This is an optimization exercise on Yosys and OpenROAD, whose aim is small area, a short achievable clock period and few clock cycles per item, not a production implementation. For this run, only the layout was checked, not whether the RTL still works. Power and IR drop assume default switching activity.

$ cat flow/run.sh
#!/bin/bash
# synth_recipe.tcl (not shown) runs the flow's synth.tcl, then flattens the netlist and writes it again
# the make line also repeats each setting of config.mk as NAME=value (left out here)
make -C /OpenROAD-flow-scripts/flow DESIGN_CONFIG=/design/flow/config.mk WORK_HOME=/design/flow/orfs CLKGATE_MAP_FILE= SYNTH_SCRIPT=/design/flow/synth_recipe.tcl finish
$ cat flow/config.mk
export PLATFORM = sky130hd
export DESIGN_NAME = proc_core_param
export DESIGN_NICKNAME = proc_core_param
export VERILOG_FILES = /design/flow/design.v
export SDC_FILE = /design/flow/constraint.sdc
export NUM_CORES = 4
export LEC_CHECK = 0
export CAP_MARGIN = 20
export CORE_MARGIN = 2
export CORE_UTILIZATION = 50
export CTS_CLUSTER_DIAMETER = 100
export CTS_CLUSTER_SIZE = 20
export SETUP_SLACK_MARGIN = 2.0
export SLEW_MARGIN = 20
export SYNTH_HIERARCHICAL = 1
export SYNTH_MINIMUM_KEEP_SIZE = 0
$ cat flow/constraint.sdc
create_clock -name core_clock -period 6.0 [get_ports {clk}]
set_input_delay 1.2000 -clock core_clock [delete_from_list [all_inputs] [get_ports {clk}]]
set_output_delay 1.2000 -clock core_clock [all_outputs]
set_load 0.01 [all_outputs]
$ cat flow/design.v
module proc_core_param #(
    parameter int DATA_W = 16,
    parameter int NREG   = 16,
    parameter int PC_W   = 8
) (
    input  logic                    clk,
    input  logic                    rst,
    input  logic                    run,
    output logic [PC_W-1:0]         imem_addr,
    input  logic [DATA_W-1:0]       imem_data,
    input  logic [$clog2(NREG)-1:0] dbg_sel,
    output logic [DATA_W-1:0]       dbg_data,
    output logic                    done,
    output logic                    halted,
    output logic                    zero_flag,
    output logic                    carry_flag,
    output logic                    illegal
);
    localparam int RA_W = $clog2(NREG);
    localparam logic [3:0] OP_NOP  = 4'd0;
    localparam logic [3:0] OP_LDI  = 4'd1;
    localparam logic [3:0] OP_MOV  = 4'd2;
    localparam logic [3:0] OP_ADD  = 4'd3;
    localparam logic [3:0] OP_SUB  = 4'd4;
    localparam logic [3:0] OP_JZ   = 4'd5;
    localparam logic [3:0] OP_HALT = 4'd6;
    logic [PC_W-1:0]              fa;
    logic                         dv;
    logic                         ir_v;
    logic [3:0]                   ir_op;
    logic [RA_W-1:0]              ir_rx, ir_ry;
    logic [DATA_W-1:0]            opa, opb;
    logic                         ir_tk;
    logic [NREG-1:0][DATA_W-1:0]  regs;
    logic [NREG-1:0]              valid, wrow;
    logic [NREG-1:0]              zf, rzero;
    logic                         wzero, d_zero;
    logic [3:0]                   d_op;
    logic [RA_W-1:0]              d_rx, d_ry;
    logic                         two_word, ex, first, d_halt, taken, go, we;
    logic [DATA_W-1:0]            wdata;
    logic [DATA_W:0]              s;
    logic                         sub;
    assign d_op     = imem_data[DATA_W-1 -: 4];
    assign d_rx     = imem_data[DATA_W-5 -: RA_W];
    assign d_ry     = imem_data[DATA_W-5-RA_W -: RA_W];
    assign two_word = (ir_op == OP_LDI) || (ir_op == OP_JZ);
    assign ex       = ir_v && (!two_word || dv);
    assign first    = dv && !(ir_v && two_word);
    assign d_halt   = first && (d_op == OP_HALT);
    assign go       = run && !halted;
    assign we       = ex && (ir_op == OP_LDI || ir_op == OP_MOV || ir_op == OP_ADD || ir_op == OP_SUB);
    assign taken     = ir_v && dv && ir_tk;
    assign imem_addr = taken ? imem_data[PC_W-1:0] : fa;
    logic [DATA_W-1:0] bx, ag, ap, cg, cp;
    assign sub = (ir_op == OP_SUB);
    always_comb begin
        bx = opb ^ {DATA_W{sub}};
        ag = opa & bx;
        ap = opa ^ bx;
        cg = ag;
        cp = ap;
        cg[0] = ag[0] | (ap[0] & sub);
        for (int d = 1; d < DATA_W; d = d * 2)
            for (int i = DATA_W - 1; i >= d; i--) begin
                cg[i] = cg[i] | (cp[i] & cg[i-d]);
                cp[i] = cp[i] & cp[i-d];
            end
    end
    assign s     = {cg[DATA_W-1], ap ^ {cg[DATA_W-2:0], sub}};
    assign wdata = (ir_op == OP_LDI) ? imem_data : (ir_op == OP_MOV) ? opb : s[DATA_W-1:0];
    logic [NREG-1:0]  dbg_oh, a_oh, b_oh;
    assign dbg_oh = ({{(NREG-1){1'b0}}, 1'b1} << dbg_sel) & valid;
    assign a_oh   = ({{(NREG-1){1'b0}}, 1'b1} << ir_rx) & valid;
    assign b_oh   = ({{(NREG-1){1'b0}}, 1'b1} << ir_ry) & valid;
    proc_core_param_rdmux #(.N(NREG), .W(DATA_W)) u_rd_dbg (.oh(dbg_oh), .r(regs), .q(dbg_data));
    proc_core_param_rdmux #(.N(NREG), .W(DATA_W)) u_rd_a   (.oh(a_oh),   .r(regs), .q(opa));
    proc_core_param_rdmux #(.N(NREG), .W(DATA_W)) u_rd_b   (.oh(b_oh),   .r(regs), .q(opb));
    always_ff @(posedge clk or posedge rst) begin
        if (rst) begin
            fa    <= '0;
            dv    <= 1'b0;
            ir_v  <= 1'b0;
            ir_op <= '0;
            ir_rx <= '0;
            ir_ry <= '0;
            ir_tk <= 1'b0;
        end else if (go) begin
            dv <= 1'b1;
            fa <= imem_addr + 1'b1;
            if (first) begin
                ir_v  <= !d_halt;
                ir_op <= d_op;
                ir_rx <= d_rx;
                ir_ry <= d_ry;
                ir_tk <= (d_op == OP_JZ) && d_zero;
            end else if (ex) begin
                ir_v <= 1'b0;
            end
        end else begin
            dv <= 1'b0;
            fa <= fa - {{(PC_W-1){1'b0}}, dv};
        end
    end
    assign wzero  = (wdata == '0);
    assign rzero  = ~valid | zf;
    assign d_zero = (we && ir_rx == d_rx) ? wzero : rzero[d_rx];
    assign wrow = (go && we) ? ({{(NREG-1){1'b0}}, 1'b1} << ir_rx) : '0;
    always_ff @(posedge clk)
        for (int i = 0; i < NREG; i++)
            if (wrow[i]) begin
                regs[i] <= wdata;
                zf[i]   <= wzero;
            end
    always_ff @(posedge clk or posedge rst) begin
        if (rst) valid <= '0;
        else     valid <= valid | wrow;
    end
    always_ff @(posedge clk or posedge rst) begin
        if (rst) begin
            done       <= 1'b0;
            halted     <= 1'b0;
            zero_flag  <= 1'b0;
            carry_flag <= 1'b0;
            illegal    <= 1'b0;
        end else begin
            done <= go && ex;
            if (go) begin
                if (d_halt) halted <= 1'b1;
                if (ex) begin
                    case (ir_op)
                        OP_NOP, OP_LDI, OP_MOV, OP_JZ: ;
                        OP_ADD, OP_SUB: begin
                            zero_flag  <= (s[DATA_W-1:0] == '0);
                            carry_flag <= s[DATA_W] ^ sub;
                        end
                        default: illegal <= 1'b1;
                    endcase
                end
            end
        end
    end
endmodule
module proc_core_param_rdmux #(
    parameter int N = 16,
    parameter int W = 16
) (
    input  logic [N-1:0]   oh,
    input  logic [N*W-1:0] r,
    output logic [W-1:0]   q
);
    always_comb begin
        q = '0;
        for (int i = 0; i < N; i++) q = q | (r[i*W +: W] & {W{oh[i]}});
    end
endmodule
==> reports/metrics.cfg <==
[power]
power.internal_uw = 7582
pwr-share-comb_pct = 58.2
swShare_pct = 43.33
power_density_nw_per_um2 = 634.0
vdd_drop_max_uv = 693.0
p_sw_uw = 5798
clkPwrFrac_pct = 10.6
p_seq_share_pct = 31.2
p_leak_uw = 0.007338

[setup_path]
r2r_cells = 20
timing.rr.start = ir_ry[2]
required_ns = 6.49
worstPathArrival_ns = 5.38
startpoint_type = flip-flop
critPathMaxFanout = 6
path_class = flip-flop to flip-flop
timing.rr.end = ir_tk
end_kind = flip-flop
reg2reg_slack_ns = 1.12

[die]
dieWidth_um = 188.4
ioPinCount = 52
dieArea_um2 = 35510
initial_utilization_pct = 50.72
fp-row-count = 67
dieHeight_um = 188.4
core_um2 = 33530

[timing]
fin_setup_tns_ns = 0
setup_viol = 0
fin_crit_ns = 4.882
finalHoldViolCount = 0
post-route-period-util_pct = 81.37
slew-limit-headroom_pct = 31.55
clock-skew-final_ns = 0.04626
rsz0062_at_grt = yes
drv_slew = 0
fmax_mhz = 204.8
tightest_slew_ns = 1.024

[synthesis]
yosys.area_share.adder_pct = 1.589
muxShareOfSynthArea_pct = 1.685
synth_compound_area_share_pct = 24.82
yosysSeqAreaShare_pct = 54.50
synthArstFlopShare_pct = 13.92
yosys-top-cells-area = edfxtp_1 (48%), a22o_1 (9.9%), a221oi_1 (9.8%)
synth_flop_cell = edfxtp_1
synth_edf_count = 272
syn-num-nets = 1399
syn_area_um2 = 17010
synthCells = 1355
synth_top_area_cell = edfxtp_1
synthSimpleGateAreaFrac_pct = 9.475
synth_xor_xnor_area_share_pct = 2.266
yosysUniqueCellTypes = 77
ys.warnings.count = 8
netlist.area_leader.share_pct = 48.02
synth_top_family_by_area = compound AO/OA/AOI/OAI gates
avgSynthCellArea_um2 = 12.55
synth-seq-cells = 316

[placement]
io_buffer_count = 51
placed_cells = 1787
hpwl_um = 43810
gp_congestion = 0.9744

[final_layout]
finish.utilization_pct = 62.94
final_nets = 1520
fill_cells = 2580
instances_no_fill = 1934
synthToLayoutAreaGrowth_pct = 24.10
layout-drive-gt1-share_pct = 32.21

[cts]
cts_root_buf = clkbuf_16
htree_levels = 1
cts_buffer_depth = 3
insertion_delay_ns = 0.56
postCtsHoldBufs = 0
cts_buffers = 20
cts.sinks = 316
path_clk_slew_ns = 0.10
cts_tree = built

[min_path]
holdPathStages = 1
worstHoldEndpoint = halted
hold_class = flip-flop to flip-flop
hold_path_startpoint = halted

[detailed_routing]
wirelength_um = 69080
num_vias = 14534
wl_per_cell_um = 35.72
drt-initial-drc-count = 2253
vias_per_cell = 7.515
antenna_left = 0
dr.pass1.iters = 7
drc = 0

[status]
run_status = complete, no violations

[grt]
grt_util_all_layers_pct = 37.79
grt_max_degree = 45
grt_pass1_wl_um = 96480
antenna_found_initial = 7
grt.overflow.total = 0
first_global_vias = 13539

[run]
cap_violations = 0

## repair_timing
action / in CTS / in global routing
endpoints found under the setup margin: 268 / 248
pin swaps: 43 / 51
gates cloned: 5 / 2
setup buffers: 68 / 40
gates resized for setup: 337 / 79
## registers in the layout, indices dropped and copies added (netlist names), 4 cells and up
name   count
ir_ry      4
fa         8
ir_rx      4
valid     16
zf        16
regs     256
ir_op      4
## worst max path at each step
stage,from,end,slack [ns],cells past startpoint
finish,ir_ry[2],ir_tk,1.12,20
global route,ir_ry[0],ir_tk,1.01,20
CTS,ir_ry[2],ir_tk,1.25,20
detailed placement,ir_ry[3],ir_tk,0.24,17
global placement,ir_ry[3],ir_tk,0.27,17
floorplan,ir_rx[3],zf[0],1.47,18
## cell usage after synthesis (6+ instances only)
master	number
edfxtp_1	272
a22o_1	193
a221oi_1	190
nor2_1	57
nand4_1	54
and3_1	53
nand2_1	53
dfrtp_1	44
buf_6	42
buf_2	38
clkbuf_1	37
a21oi_1	31
xor2_1	30
o21ai_0	27
inv_1	25
ha_1	20
mux2_2	15
xnor2_1	14
nor2b_1	12
or2_2	12
mux2i_1	8
and2_1	7
nand2b_1	7
nand3_1	7
o22ai_1	6
o32ai_1	6
## power by group through the flow
stage                     clock network [uW]  registers [uW]  logic, uW
after detailed placement                   0            4190       5670
after global placement                     0            4190       5670
after floorplan                            0            4090       3440
after global routing                    1500            4190       8150
final                                   1420            4170       7790
after CTS                               1420            4150       7070
## critical path, cell delays in order (launching register included)
cell	delay [ns]
dfrtp_2	0.46
nor2b_4	0.15
and3_4	0.23
buf_6	0.16
a22o_1	0.25
a221oi_4	0.33
nand4_1	0.17
buf_6	0.17
xor2_4	0.15
fa_2	0.39
a21oi_4	0.21
o211ai_4	0.14
a211oi_2	0.26
xor2_1	0.23
nor2_1	0.08
or3_4	0.34
or4_4	0.51
nor4_4	0.16
buf_6	0.19
buf_12	0.12
a21o_1	0.10
## cell usage in the layout (no fill, tap or decap), drive strengths merged, types with 3 or more instances in the layout
cell / synthesis / routed
nand3: 8 / 8
o21a: 4 / 4
a21o: 5 / 5
a21oi: 32 / 32
nor4: 5 / 5
a221oi: 193 / 193
ha: 20 / 20
xor2: 30 / 30
a22o: 193 / 193
or2: 13 / 13
and3: 53 / 57
mux2i: 8 / 8
o221ai: 3 / 3
dfrtp: 44 / 44
mux2: 16 / 16
nand2b: 7 / 7
edfxtp: 272 / 272
nor3: 6 / 6
nor4b: 3 / 3
xnor2: 14 / 14
buf: 87 / 183
and2: 7 / 7
nor2: 57 / 57
nand4: 54 / 54
nand2: 53 / 53
or3: 5 / 5
a211o: 3 / 3
o22ai: 6 / 6
nor2b: 12 / 12
o32ai: 6 / 6
clkdlybuf4s50: 0 / 31
a32oi: 4 / 4
o211ai: 6 / 6
o21ai: 28 / 28
a211oi: 3 / 3
inv: 26 / 26
clkbuf: 37 / 32
## per-layer routing
| layer | up-vias | part of all wire (%) | GRT usage (%) |
|---|---|---|---|
| li1 | 5918 | - | - |
| met5 | - | 0.051 | 0 |
| met1 | 7247 | 37 | 50.31 |
| met2 | 1113 | 44 | 57.41 |
| met3 | 250 | 14 | 12.26 |
| met4 | 6 | 5.3 | 15.17 |
## kinds of logic after synthesis
family	count (synthesis)
fa+ha+maj	21
simple gates	293
compound gates	506
flops	316
buf+inv	150
xor+xnor	44
mux	25
## metrics by stage
stage                     area [um2]  hold slack, ns  setup slack, ns  total power, uW
after floorplan                17110          0.4727            1.472             7534
after global placement         17800          0.4589           0.2746             9855
after detailed placement       17800          0.4611           0.2385             9864
after CTS                      20300          0.4814            1.247            12640
after global routing           21100          0.5010            1.012            13840
final                          21110          0.4779            1.118            13380
## cell type report
class                   count  area [um2]  area share, %
well taps                 448       560.5          2.656
clock buffers              28       551.8          2.614
repair buffers            219        2056          9.740
diodes                      2       5.005        0.02371
clock inverters             2       28.78         0.1363
multi-input cells         893        8526          40.39
flip-flops and latches    316        9274          43.94
inverters                  26       105.1         0.4980

-- what the ideal ports hide --
The flow's constraints put no driver on any port. The routed layout listed below was extracted and timed again, unchanged, in two steps. Step 1 assumes that a clkbuf_16 drives the clock port and a buf_2 every other input. Step 2 also shifts input and output timing later by t, the mid clock arrival at the registers, as if the neighbouring blocks saw the same clock. Slacks: ideal / step 1 / step 2; pairs: ideal / step 1.
t (ns): 0.588
slack for setup (ns): 1.118 / 1.118 / 1.118
worst setup path at the end: register to register
slew at the worst register clock pin (ns): 0.10 / 0.10
After both steps setup and hold are still met in this run. The setup slack of this run moves by 0.000 ns with the drivers and by 0.000 ns with both steps.
